Context: an optimization exercise on an open-source flow, tuned for small area, a short achievable clock period and few clock cycles per item. The choices shown serve that exercise and are no tape-out recipe. Where RTL was checked, it was by simulation tests only, not by an equivalence proof against the original.

==> inputs of run a <==
// resp_stream_parser
module resp_stream_parser (
	input  logic         clk,
	input  logic         arst_n,
	input  logic         s_tvalid,
	output logic         s_tready,
	input  logic [7:0]   s_tdata,   
	input  logic [0:0]   s_tuser,   
	output logic         m_tvalid,
	input  logic         m_tready,
	output logic [111:0] m_tdata,   
	output logic [5:0]   m_tuser,   
	output logic         m_tlast    
);
Settings: LEC_CHECK=0, CAP_MARGIN=20, CORE_MARGIN=2, CORE_UTILIZATION=55, SETUP_SLACK_MARGIN=5, SLEW_MARGIN=20; clock period 8.5 ns.
run.sh (not shown) runs the stock make flow with config.mk's settings and CLKGATE_MAP_FILE= SYNTH_SCRIPT=/design/flow/synth_recipe.tcl, a recipe that flattens the netlist after the stock synthesis.
==> run b (differences from run a) <==
--- a/flow/design.v
+++ b/flow/design.v
@@ -53,132 +53,105 @@
 		logic full;
 		logic empty_close;
 	} stk_stat_t;
 endpackage
 `timescale 1ns / 1ps
 module rsp_digit (
 	input  logic [7:0]  data,
-	input  logic [4:0]  d9,         
 	input  logic [63:0] acc,
 	input  logic        neg,
+	output logic        is_digit,
 	output logic [63:0] acc_next,
 	output logic        int_over,
 	output logic        cnt_over
 );
 	localparam logic [63:0] INT_Q = 64'h0CCC_CCCC_CCCC_CCCC;
+	localparam logic [63:0] INT_NQ = 64'hF333_3333_3333_3334;
 	localparam logic [31:0] CNT_Q = 32'h1999_9999;
-	logic [3:0] d;
-	logic [4:0] addend;
-	logic       gt, eq, eqm1, hi_eq;
+	logic [3:0]  d;
+	logic [63:0] addend;
+	assign is_digit = (data[7:4] == 4'h3) && ((data[3] == 1'b0) || (data[2:1] == 2'b00));
 	assign d        = data[3:0];
-	assign addend   = neg ? d9 : {1'b0, d};
-	assign acc_next = (acc << 3) + (acc << 1) + 64'(addend);
-	assign gt    = acc > INT_Q;
-	assign hi_eq = acc[63:4] == INT_Q[63:4];
-	assign eq    = hi_eq && (acc[3:0] == INT_Q[3:0]);
-	assign eqm1  = hi_eq && (acc[3:0] == (INT_Q[3:0] - 4'd1));
-	assign int_over = neg ? (!acc[63] && (gt || eq || (eqm1 && (d > 4'd8))))
-	                      : (gt || (eq && (d > 4'd7)));
+	assign addend   = neg ? (64'd0 - {60'd0, d}) : {60'd0, d};
+	assign acc_next = (acc << 3) + (acc << 1) + addend;
+	assign int_over = neg ? (($signed(acc) < $signed(INT_NQ)) || ((acc == INT_NQ) && (d > 4'd8)))
+	                      : ((acc > INT_Q) || ((acc == INT_Q) && (d > 4'd7)));
 	assign cnt_over = (acc[31:0] > CNT_Q) || ((acc[31:0] == CNT_Q) && (d > 4'd5));
 endmodule
-module rsp_byte_class (
-	input  logic [7:0] data,
-	output logic       is_digit,
-	output logic [4:0] d9
-);
-	assign is_digit = (data[7:4] == 4'h3) && ((data[3] == 1'b0) || (data[2:1] == 2'b00));
-	always_comb begin
-		case (data[3:0])
-			4'h0:    d9 = 5'd9;
-			4'h1:    d9 = 5'd10;
-			4'h2:    d9 = 5'd11;
-			4'h3:    d9 = 5'd12;
-			4'h4:    d9 = 5'd13;
-			4'h5:    d9 = 5'd14;
-			4'h6:    d9 = 5'd15;
-			4'h7:    d9 = 5'd16;
-			4'h8:    d9 = 5'd17;
-			4'h9:    d9 = 5'd18;
-			default: d9 = 5'd0;
-		endcase
-	end
-endmodule
 `timescale 1ns / 1ps
 module rsp_stack (
 	input  logic        clk,
 	input  logic        arst_n,
 	input  logic        en,
-	input  logic        held,
 	input  logic        clear,
 	input  logic        push,
 	input  logic        close,
 	input  logic [31:0] push_val,
 	output logic [4:0]  depth,
 	output logic        full,
 	output logic        empty_close
 );
 	logic [4:0]  ptr_q;
 	logic [31:0] top_q;
-	logic        top_one;
+	logic        top_one_q;
 	logic [31:0] cnt_q [15];
 	logic [14:0] zero_q;
 	logic        found;
+	logic [3:0]  sel;
 	logic [31:0] top_dec;
 	logic [31:0] sel_cnt;
 	assign depth   = ptr_q;
 	assign full    = ptr_q[4];
 	assign top_dec = top_q - 32'd1;
-	assign top_one = top_q == 32'd1;
-	logic [14:0] cand, pick, above;
-	logic [4:0]  pop_ptr;
 	always_comb begin
+		found = 1'b0;
+		sel   = '0;
 		for (int i = 0; i < 15; i++) begin
-			cand[i] = (5'(i + 1) < ptr_q) && !zero_q[i];
-		end
-		above[14] = 1'b0;
-		for (int i = 13; i >= 0; i--) begin
-			above[i] = above[i + 1] || cand[i + 1];
-		end
-		pick    = cand & ~above;
-		found   = |cand;
-		sel_cnt = '0;
-		pop_ptr = '0;
-		for (int i = 0; i < 15; i++) begin
-			sel_cnt = sel_cnt | ({32{pick[i]}} & cnt_q[i]);
-			pop_ptr = pop_ptr | ({5{pick[i]}} & 5'(i + 1));
+			if ((5'(i + 1) < ptr_q) && !zero_q[i]) begin
+				found = 1'b1;
+				sel   = 4'(i);
+			end
 		end
 	end
-	assign empty_close = (ptr_q == 5'd0) || (top_one && !found);
+	assign sel_cnt     = cnt_q[sel];
+	assign empty_close = (ptr_q == 5'd0) || (top_one_q && !found);
 	always_ff @(posedge clk or negedge arst_n) begin
 		if (!arst_n) begin
 			ptr_q <= '0;
 		end else if (en && clear) begin
 			ptr_q <= '0;
 		end else if (en && push) begin
 			ptr_q <= ptr_q + 5'd1;
 		end else if (en && close) begin
-			if (ptr_q != 5'd0 && !top_one) begin
+			if (ptr_q != 5'd0 && !top_one_q) begin
 				ptr_q <= ptr_q;
 			end else begin
-				ptr_q <= pop_ptr;
+				ptr_q <= found ? (5'(sel) + 5'd1) : 5'd0;
 			end
 		end
 	end
 	always_ff @(posedge clk) begin
 		if (en && push) begin
-			top_q <= push_val;
+			top_q     <= push_val;
+			top_one_q <= push_val == 32'd1;
 		end else if (en && close && (ptr_q != 5'd0)) begin
-			top_q <= top_one ? sel_cnt : top_dec;
+			if (!top_one_q) begin
+				top_q     <= top_dec;
+				top_one_q <= top_q == 32'd2;
+			end else begin
+				top_q     <= sel_cnt;
+				top_one_q <= sel_cnt == 32'd1;
+			end
 		end
 	end
 	always_ff @(posedge clk) begin
 		for (int i = 0; i < 15; i++) begin
-			if (held && push && (ptr_q == 5'(i + 1))) begin
+			if (en && push && (ptr_q == 5'(i + 1))) begin
 				cnt_q[i]  <= top_dec;
-				zero_q[i] <= top_one;
+				zero_q[i] <= top_one_q;
 			end
 		end
 	end
 endmodule
 `timescale 1ns / 1ps
 module resp_stream_parser (
 	input  logic         clk,
@@ -189,21 +162,20 @@
 	input  logic [0:0]   s_tuser,   
 	output logic         m_tvalid,
 	input  logic         m_tready,
 	output logic [111:0] m_tdata,   
 	output logic [5:0]   m_tuser,   
 	output logic         m_tlast    
 );
-	localparam logic [63:0] INT_SAT = 64'h7FFF_FFFF_FFFF_FFFF;
+	localparam logic [63:0] INT_POS_SAT = 64'h7FFF_FFFF_FFFF_FFFF;
+	localparam logic [63:0] INT_NEG_SAT = 64'h8000_0000_0000_0000;
 	logic adv, s_fire, load_s1;
 	logic valid_s1, valid_s2, valid_sk;
-	logic [7:0] data_s1, data_sk, data_ld;
+	logic [7:0] data_s1, data_sk;
 	logic start_s1, start_sk;
-	logic digit_s1, digit_ld;
-	logic [4:0] d9_s1, d9_ld;
 	rsp_pkg::phase_t phase_q;
 	rsp_pkg::phase_t phase_n;
 	rsp_pkg::phase_t ph_c;
 	logic [2:0]  kind_q, kind_n;
 	logic [63:0] acc_q, acc_n;
 	logic        neg_q, neg_n;
 	logic        dig_q, dig_n;
@@ -213,19 +185,17 @@
 	logic [2:0] ev;
 	logic [2:0] new_code;
 	logic       done;
 	logic [2:0] ev_s2;
 	logic [2:0] kind_s2;
 	logic       done_s2;
 	logic       numen_s2;
-	logic       numen_hi_s2;
 	logic [7:0] payload_s2;
 	logic [4:0] depth_s2;
 	logic        is_digit, int_over, cnt_over;
-	assign is_digit = digit_s1;
 	logic [63:0] acc_next;
 	logic        stk_push, stk_close;
 	logic        stk_full, stk_empty_close;
 	logic [4:0]  stk_depth;
 	logic [31:0] bulk_c;
 	assign adv      = valid_s1 && (!valid_s2 || m_tready);
 	assign s_tready = !valid_sk;
@@ -244,49 +214,40 @@
 			if (valid_sk) begin
 				valid_sk <= !adv;
 			end else begin
 				valid_sk <= s_fire && valid_s1 && !adv;
 			end
 		end
 	end
-	assign data_ld = valid_sk ? data_sk : s_tdata;
-	rsp_byte_class u_class (
-		.data     (data_ld),
-		.is_digit (digit_ld),
-		.d9       (d9_ld)
-	);
 	always_ff @(posedge clk) begin
 		if (load_s1) begin
-			data_s1  <= data_ld;
+			data_s1  <= valid_sk ? data_sk : s_tdata;
 			start_s1 <= valid_sk ? start_sk : s_tuser[0];
-			digit_s1 <= digit_ld;
-			d9_s1    <= d9_ld;
 		end
 		if (!valid_sk) begin
 			data_sk  <= s_tdata;
 			start_sk <= s_tuser[0];
 		end
 	end
 	assign ph_c   = start_s1 ? rsp_pkg::PH_MARK : phase_q;
 	assign err_c  = !start_s1 && (ecode_q != rsp_pkg::E_NONE);
 	assign bulk_c = acc_q[63:32];
 	rsp_digit u_digit (
 		.data     (data_s1),
-		.d9       (d9_s1),
 		.acc      (acc_q),
 		.neg      (neg_q),
+		.is_digit (is_digit),
 		.acc_next (acc_next),
 		.int_over (int_over),
 		.cnt_over (cnt_over)
 	);
 	rsp_stack u_stack (
 		.clk         (clk),
 		.arst_n      (arst_n),
 		.en          (adv),
-		.held        (valid_s1),
 		.clear       (start_s1),
 		.push        (stk_push),
 		.close       (stk_close),
 		.push_val    (acc_q[31:0]),
 		.depth       (stk_depth),
 		.full        (stk_full),
 		.empty_close (stk_empty_close)
@@ -342,33 +303,33 @@
 						end
 					endcase
 				end
 				rsp_pkg::PH_INT_START, rsp_pkg::PH_INT_BODY: begin
 					if ((ph_c == rsp_pkg::PH_INT_START) &&
 					    ((data_s1 == rsp_pkg::CH_PLUS) || (data_s1 == rsp_pkg::CH_MINUS))) begin
 						neg_n   = data_s1 == rsp_pkg::CH_MINUS;
-						acc_n   = {64{data_s1 == rsp_pkg::CH_MINUS}};
 						phase_n = rsp_pkg::PH_INT_BODY;
 					end else if (is_digit) begin
-						acc_n   = int_over ? INT_SAT : acc_next;
+						acc_n   = int_over ? (neg_q ? INT_NEG_SAT : INT_POS_SAT) : acc_next;
 						dig_n   = 1'b1;
 						phase_n = rsp_pkg::PH_INT_BODY;
 					end else if ((data_s1 == rsp_pkg::CH_CR) && ((ph_c == rsp_pkg::PH_INT_START) || dig_q)) begin
 						phase_n = rsp_pkg::PH_LINE_LF;
 					end else begin
 						ev       = rsp_pkg::EV_ERROR;
 						new_code = rsp_pkg::E_TOKEN;
 					end
 				end
 				rsp_pkg::PH_COUNT: begin
 					if (is_digit) begin
-						acc_n = acc_next;
 						if (cnt_over) begin
 							ev       = rsp_pkg::EV_ERROR;
 							new_code = rsp_pkg::E_OVERFLOW;
+						end else begin
+							acc_n = acc_next;
 						end
 					end else if (data_s1 == rsp_pkg::CH_CR) begin
 						phase_n = rsp_pkg::PH_LINE_LF;
 					end else begin
 						ev       = rsp_pkg::EV_ERROR;
 						new_code = rsp_pkg::E_TOKEN;
 					end
@@ -413,17 +374,14 @@
 						end else begin
 							stk_push = 1'b1;
 							ev       = rsp_pkg::EV_VALUE;
 							phase_n  = rsp_pkg::PH_MARK;
 						end
 					end else begin
 						ev = rsp_pkg::EV_VALUE;
-						if (kind_q == rsp_pkg::K_INT && neg_q) begin
-							acc_n = ~acc_q;
-						end
 						stk_close = 1'b1;
 						done      = stk_empty_close;
 						phase_n   = stk_empty_close ? rsp_pkg::PH_DONE : rsp_pkg::PH_MARK;
 					end
 				end
 				default: begin
 					ev = rsp_pkg::EV_IGNORE;
@@ -466,17 +424,16 @@
 		if (adv) begin
 			ev_s2      <= ev;
 			kind_s2    <= ((ev == rsp_pkg::EV_FRAME) || (ev == rsp_pkg::EV_DATA) || (ev == rsp_pkg::EV_VALUE)) ?
 			              kind_n : rsp_pkg::K_INT;
 			done_s2    <= done;
 			numen_s2   <= (ev == rsp_pkg::EV_VALUE) && (kind_n != rsp_pkg::K_STR) &&
 			              (kind_n != rsp_pkg::K_ERR) && (kind_n != rsp_pkg::K_NULL);
-			numen_hi_s2 <= (ev == rsp_pkg::EV_VALUE) && (kind_n == rsp_pkg::K_INT);
 			payload_s2 <= (ev == rsp_pkg::EV_DATA) ? data_s1 : 8'd0;
 			depth_s2   <= start_s1 ? 5'd0 : stk_depth;
 		end
 	end
 	assign m_tvalid = valid_s2;
-	assign m_tdata  = {off_q, ecode_q, depth_s2, numen_hi_s2 ? acc_q[63:32] : 32'd0, numen_s2 ? acc_q[31:0] : 32'd0, payload_s2};
+	assign m_tdata  = {off_q, ecode_q, depth_s2, numen_s2 ? acc_q : 64'd0, payload_s2};
 	assign m_tuser  = {kind_s2, ev_s2};
 	assign m_tlast  = done_s2;
 endmodule
CORE_UTILIZATION = 40   (was 55)
SETUP_SLACK_MARGIN = 4   (was 5)
==> run c (differences from run a) <==
--- a/flow/design.v
+++ b/flow/design.v
@@ -53,65 +53,43 @@
 		logic full;
 		logic empty_close;
 	} stk_stat_t;
 endpackage
 `timescale 1ns / 1ps
 module rsp_digit (
 	input  logic [7:0]  data,
-	input  logic [4:0]  d9,         
 	input  logic [63:0] acc,
 	input  logic        neg,
+	output logic        is_digit,
 	output logic [63:0] acc_next,
 	output logic        int_over,
 	output logic        cnt_over
 );
 	localparam logic [63:0] INT_Q = 64'h0CCC_CCCC_CCCC_CCCC;
 	localparam logic [31:0] CNT_Q = 32'h1999_9999;
 	logic [3:0] d;
 	logic [4:0] addend;
 	logic       gt, eq, eqm1, hi_eq;
+	assign is_digit = (data[7:4] == 4'h3) && ((data[3] == 1'b0) || (data[2:1] == 2'b00));
 	assign d        = data[3:0];
-	assign addend   = neg ? d9 : {1'b0, d};
+	assign addend   = neg ? (5'd9 + 5'(d)) : 5'(d);
 	assign acc_next = (acc << 3) + (acc << 1) + 64'(addend);
 	assign gt    = acc > INT_Q;
 	assign hi_eq = acc[63:4] == INT_Q[63:4];
 	assign eq    = hi_eq && (acc[3:0] == INT_Q[3:0]);
 	assign eqm1  = hi_eq && (acc[3:0] == (INT_Q[3:0] - 4'd1));
 	assign int_over = neg ? (!acc[63] && (gt || eq || (eqm1 && (d > 4'd8))))
 	                      : (gt || (eq && (d > 4'd7)));
 	assign cnt_over = (acc[31:0] > CNT_Q) || ((acc[31:0] == CNT_Q) && (d > 4'd5));
 endmodule
-module rsp_byte_class (
-	input  logic [7:0] data,
-	output logic       is_digit,
-	output logic [4:0] d9
-);
-	assign is_digit = (data[7:4] == 4'h3) && ((data[3] == 1'b0) || (data[2:1] == 2'b00));
-	always_comb begin
-		case (data[3:0])
-			4'h0:    d9 = 5'd9;
-			4'h1:    d9 = 5'd10;
-			4'h2:    d9 = 5'd11;
-			4'h3:    d9 = 5'd12;
-			4'h4:    d9 = 5'd13;
-			4'h5:    d9 = 5'd14;
-			4'h6:    d9 = 5'd15;
-			4'h7:    d9 = 5'd16;
-			4'h8:    d9 = 5'd17;
-			4'h9:    d9 = 5'd18;
-			default: d9 = 5'd0;
-		endcase
-	end
-endmodule
 `timescale 1ns / 1ps
 module rsp_stack (
 	input  logic        clk,
 	input  logic        arst_n,
 	input  logic        en,
-	input  logic        held,
 	input  logic        clear,
 	input  logic        push,
 	input  logic        close,
 	input  logic [31:0] push_val,
 	output logic [4:0]  depth,
 	output logic        full,
 	output logic        empty_close
@@ -168,15 +146,15 @@
 			top_q <= push_val;
 		end else if (en && close && (ptr_q != 5'd0)) begin
 			top_q <= top_one ? sel_cnt : top_dec;
 		end
 	end
 	always_ff @(posedge clk) begin
 		for (int i = 0; i < 15; i++) begin
-			if (held && push && (ptr_q == 5'(i + 1))) begin
+			if (en && push && (ptr_q == 5'(i + 1))) begin
 				cnt_q[i]  <= top_dec;
 				zero_q[i] <= top_one;
 			end
 		end
 	end
 endmodule
 `timescale 1ns / 1ps
@@ -192,18 +170,16 @@
 	output logic [111:0] m_tdata,   
 	output logic [5:0]   m_tuser,   
 	output logic         m_tlast    
 );
 	localparam logic [63:0] INT_SAT = 64'h7FFF_FFFF_FFFF_FFFF;
 	logic adv, s_fire, load_s1;
 	logic valid_s1, valid_s2, valid_sk;
-	logic [7:0] data_s1, data_sk, data_ld;
+	logic [7:0] data_s1, data_sk;
 	logic start_s1, start_sk;
-	logic digit_s1, digit_ld;
-	logic [4:0] d9_s1, d9_ld;
 	rsp_pkg::phase_t phase_q;
 	rsp_pkg::phase_t phase_n;
 	rsp_pkg::phase_t ph_c;
 	logic [2:0]  kind_q, kind_n;
 	logic [63:0] acc_q, acc_n;
 	logic        neg_q, neg_n;
 	logic        dig_q, dig_n;
@@ -213,19 +189,17 @@
 	logic [2:0] ev;
 	logic [2:0] new_code;
 	logic       done;
 	logic [2:0] ev_s2;
 	logic [2:0] kind_s2;
 	logic       done_s2;
 	logic       numen_s2;
-	logic       numen_hi_s2;
 	logic [7:0] payload_s2;
 	logic [4:0] depth_s2;
 	logic        is_digit, int_over, cnt_over;
-	assign is_digit = digit_s1;
 	logic [63:0] acc_next;
 	logic        stk_push, stk_close;
 	logic        stk_full, stk_empty_close;
 	logic [4:0]  stk_depth;
 	logic [31:0] bulk_c;
 	assign adv      = valid_s1 && (!valid_s2 || m_tready);
 	assign s_tready = !valid_sk;
@@ -244,49 +218,40 @@
 			if (valid_sk) begin
 				valid_sk <= !adv;
 			end else begin
 				valid_sk <= s_fire && valid_s1 && !adv;
 			end
 		end
 	end
-	assign data_ld = valid_sk ? data_sk : s_tdata;
-	rsp_byte_class u_class (
-		.data     (data_ld),
-		.is_digit (digit_ld),
-		.d9       (d9_ld)
-	);
 	always_ff @(posedge clk) begin
 		if (load_s1) begin
-			data_s1  <= data_ld;
+			data_s1  <= valid_sk ? data_sk : s_tdata;
 			start_s1 <= valid_sk ? start_sk : s_tuser[0];
-			digit_s1 <= digit_ld;
-			d9_s1    <= d9_ld;
 		end
 		if (!valid_sk) begin
 			data_sk  <= s_tdata;
 			start_sk <= s_tuser[0];
 		end
 	end
 	assign ph_c   = start_s1 ? rsp_pkg::PH_MARK : phase_q;
 	assign err_c  = !start_s1 && (ecode_q != rsp_pkg::E_NONE);
 	assign bulk_c = acc_q[63:32];
 	rsp_digit u_digit (
 		.data     (data_s1),
-		.d9       (d9_s1),
 		.acc      (acc_q),
 		.neg      (neg_q),
+		.is_digit (is_digit),
 		.acc_next (acc_next),
 		.int_over (int_over),
 		.cnt_over (cnt_over)
 	);
 	rsp_stack u_stack (
 		.clk         (clk),
 		.arst_n      (arst_n),
 		.en          (adv),
-		.held        (valid_s1),
 		.clear       (start_s1),
 		.push        (stk_push),
 		.close       (stk_close),
 		.push_val    (acc_q[31:0]),
 		.depth       (stk_depth),
 		.full        (stk_full),
 		.empty_close (stk_empty_close)
@@ -466,17 +431,16 @@
 		if (adv) begin
 			ev_s2      <= ev;
 			kind_s2    <= ((ev == rsp_pkg::EV_FRAME) || (ev == rsp_pkg::EV_DATA) || (ev == rsp_pkg::EV_VALUE)) ?
 			              kind_n : rsp_pkg::K_INT;
 			done_s2    <= done;
 			numen_s2   <= (ev == rsp_pkg::EV_VALUE) && (kind_n != rsp_pkg::K_STR) &&
 			              (kind_n != rsp_pkg::K_ERR) && (kind_n != rsp_pkg::K_NULL);
-			numen_hi_s2 <= (ev == rsp_pkg::EV_VALUE) && (kind_n == rsp_pkg::K_INT);
 			payload_s2 <= (ev == rsp_pkg::EV_DATA) ? data_s1 : 8'd0;
 			depth_s2   <= start_s1 ? 5'd0 : stk_depth;
 		end
 	end
 	assign m_tvalid = valid_s2;
-	assign m_tdata  = {off_q, ecode_q, depth_s2, numen_hi_s2 ? acc_q[63:32] : 32'd0, numen_s2 ? acc_q[31:0] : 32'd0, payload_s2};
+	assign m_tdata  = {off_q, ecode_q, depth_s2, numen_s2 ? acc_q : 64'd0, payload_s2};
 	assign m_tuser  = {kind_s2, ev_s2};
 	assign m_tlast  = done_s2;
 endmodule
CORE_UTILIZATION = 40   (was 55)
SETUP_SLACK_MARGIN = 4   (was 5)
==> run_summary.xml <==
<?xml version="1.0" encoding="UTF-8"?>
<metrics>
  <group name="grt">
    <metric name="use_met3" unit="%">6.94</metric>
    <metric name="grt_util_all_layers" unit="%">35.3</metric>
  </group>
  <group name="cells_and_area">
    <metric name="n_clock_buffer" unit="">80</metric>
    <metric name="number_of_sequential_cells" unit="">689</metric>
  </group>
  <group name="route">
    <metric name="wl_met1" unit="µm">45400</metric>
  </group>
  <group name="worst_setup_path">
    <metric name="timing.rr.end" unit="">acc_q[58]$_DFFE_PP_</metric>
    <metric name="crit-reg2reg-launch" unit="">neg_q$_DFFE_PP_</metric>
    <metric name="critPathCapture" unit="">acc_q[58]$_DFFE_PP_</metric>
  </group>
  <group name="outcome">
    <metric name="run_status" unit="">complete, no violations</metric>
  </group>
</metrics>
(the above is from run a)
==> run_summary.xml <==
<?xml version="1.0" encoding="UTF-8"?>
<metrics>
  <group name="outcome">
    <metric name="run_status" unit="">complete, no violations</metric>
  </group>
  <group name="worst_setup_path">
    <metric name="crit-reg2reg-launch" unit="">u_stack.ptr_q[2]$_DFFE_PN0P_</metric>
    <metric name="critPathCapture" unit="">u_stack.top_one_q$_DFFE_PP_</metric>
    <metric name="timing.rr.end" unit="">u_stack.top_one_q$_DFFE_PP_</metric>
  </group>
  <group name="cells_and_area">
    <metric name="largest_register_ffs" unit="">480</metric>
    <metric name="number_of_sequential_cells" unit="">683</metric>
    <metric name="n_clock_buffer" unit="">86</metric>
  </group>
  <group name="grt">
    <metric name="grt_util_all_layers" unit="%">26.5</metric>
  </group>
  <group name="die">
    <metric name="dieHeight" unit="µm">301</metric>
  </group>
  <group name="job">
    <metric name="maxCapViolations" unit="">0</metric>
  </group>
  <group name="route">
    <metric name="wl_met1" unit="µm">47600</metric>
  </group>
  <group name="sta">
    <metric name="max_freq" unit="MHz">205</metric>
  </group>
</metrics>
(the above is from run b)
==> run_summary.xml <==
<?xml version="1.0" encoding="UTF-8"?>
<metrics>
  <group name="outcome">
    <metric name="run_status" unit="">complete, no violations</metric>
  </group>
  <group name="cells_and_area">
    <metric name="n_clock_buffer" unit="">94</metric>
    <metric name="number_of_sequential_cells" unit="">682</metric>
  </group>
  <group name="worst_setup_path">
    <metric name="crit-reg2reg-launch" unit="">acc_q[25]$_DFFE_PP_</metric>
    <metric name="critPathCapture" unit="">u_stack.cnt_q[0][27]$_DFFE_PP_</metric>
    <metric name="timing.rr.end" unit="">u_stack.top_q[15]$_DFFE_PP_</metric>
  </group>
  <group name="grt">
    <metric name="use_met3" unit="%">3.85</metric>
  </group>
</metrics>
(the above is from run c)
Testbench counts of run c, summed over its fixed seeds: cycles 320,543, items 320,527.
No functional check of the RTL was part of run a and run b.

[static timing again, ports no longer ideal]
Ports are ideal in the flow. The routed layouts listed here were re-timed in OpenROAD. Step 1 sets driving cells, clkbuf_16 on the clock port and buf_2 on the other inputs (assumed; they add their load-dependent delay and slew). Step 2 moves the port delays by t, midway between the first and last clock arrival at a register: inputs arrive t later, outputs are due t later. That takes back most of the time a late clock gives input paths. Slacks: ideal / step 1 / step 2; pairs: ideal / step 1.
| run | shift t [ns] | setup slack, ns | worst setup path after step 2 | latest minus earliest clock arrival (ns) | slew at the worst register clock pin (ns) |
|---|---|---|---|---|---|
| run a | 0.692 | 4.480 / 4.480 / 4.468 | input to register | 0.025 / 0.025 | 0.07 / 0.07 |
| run b | 0.697 | 3.614 / 3.614 / 3.431 | input to register | 0.062 / 0.061 | 0.06 / 0.06 |
| run c | 0.686 | 4.088 / 4.117 / 3.445 | input to register | 0.039 / 0.039 | 0.07 / 0.07 |
After both steps every run listed still meets setup and hold. For run c, which loses most, drivers alone change the setup slack by +0.029 ns; drivers and shift together by -0.643 ns.
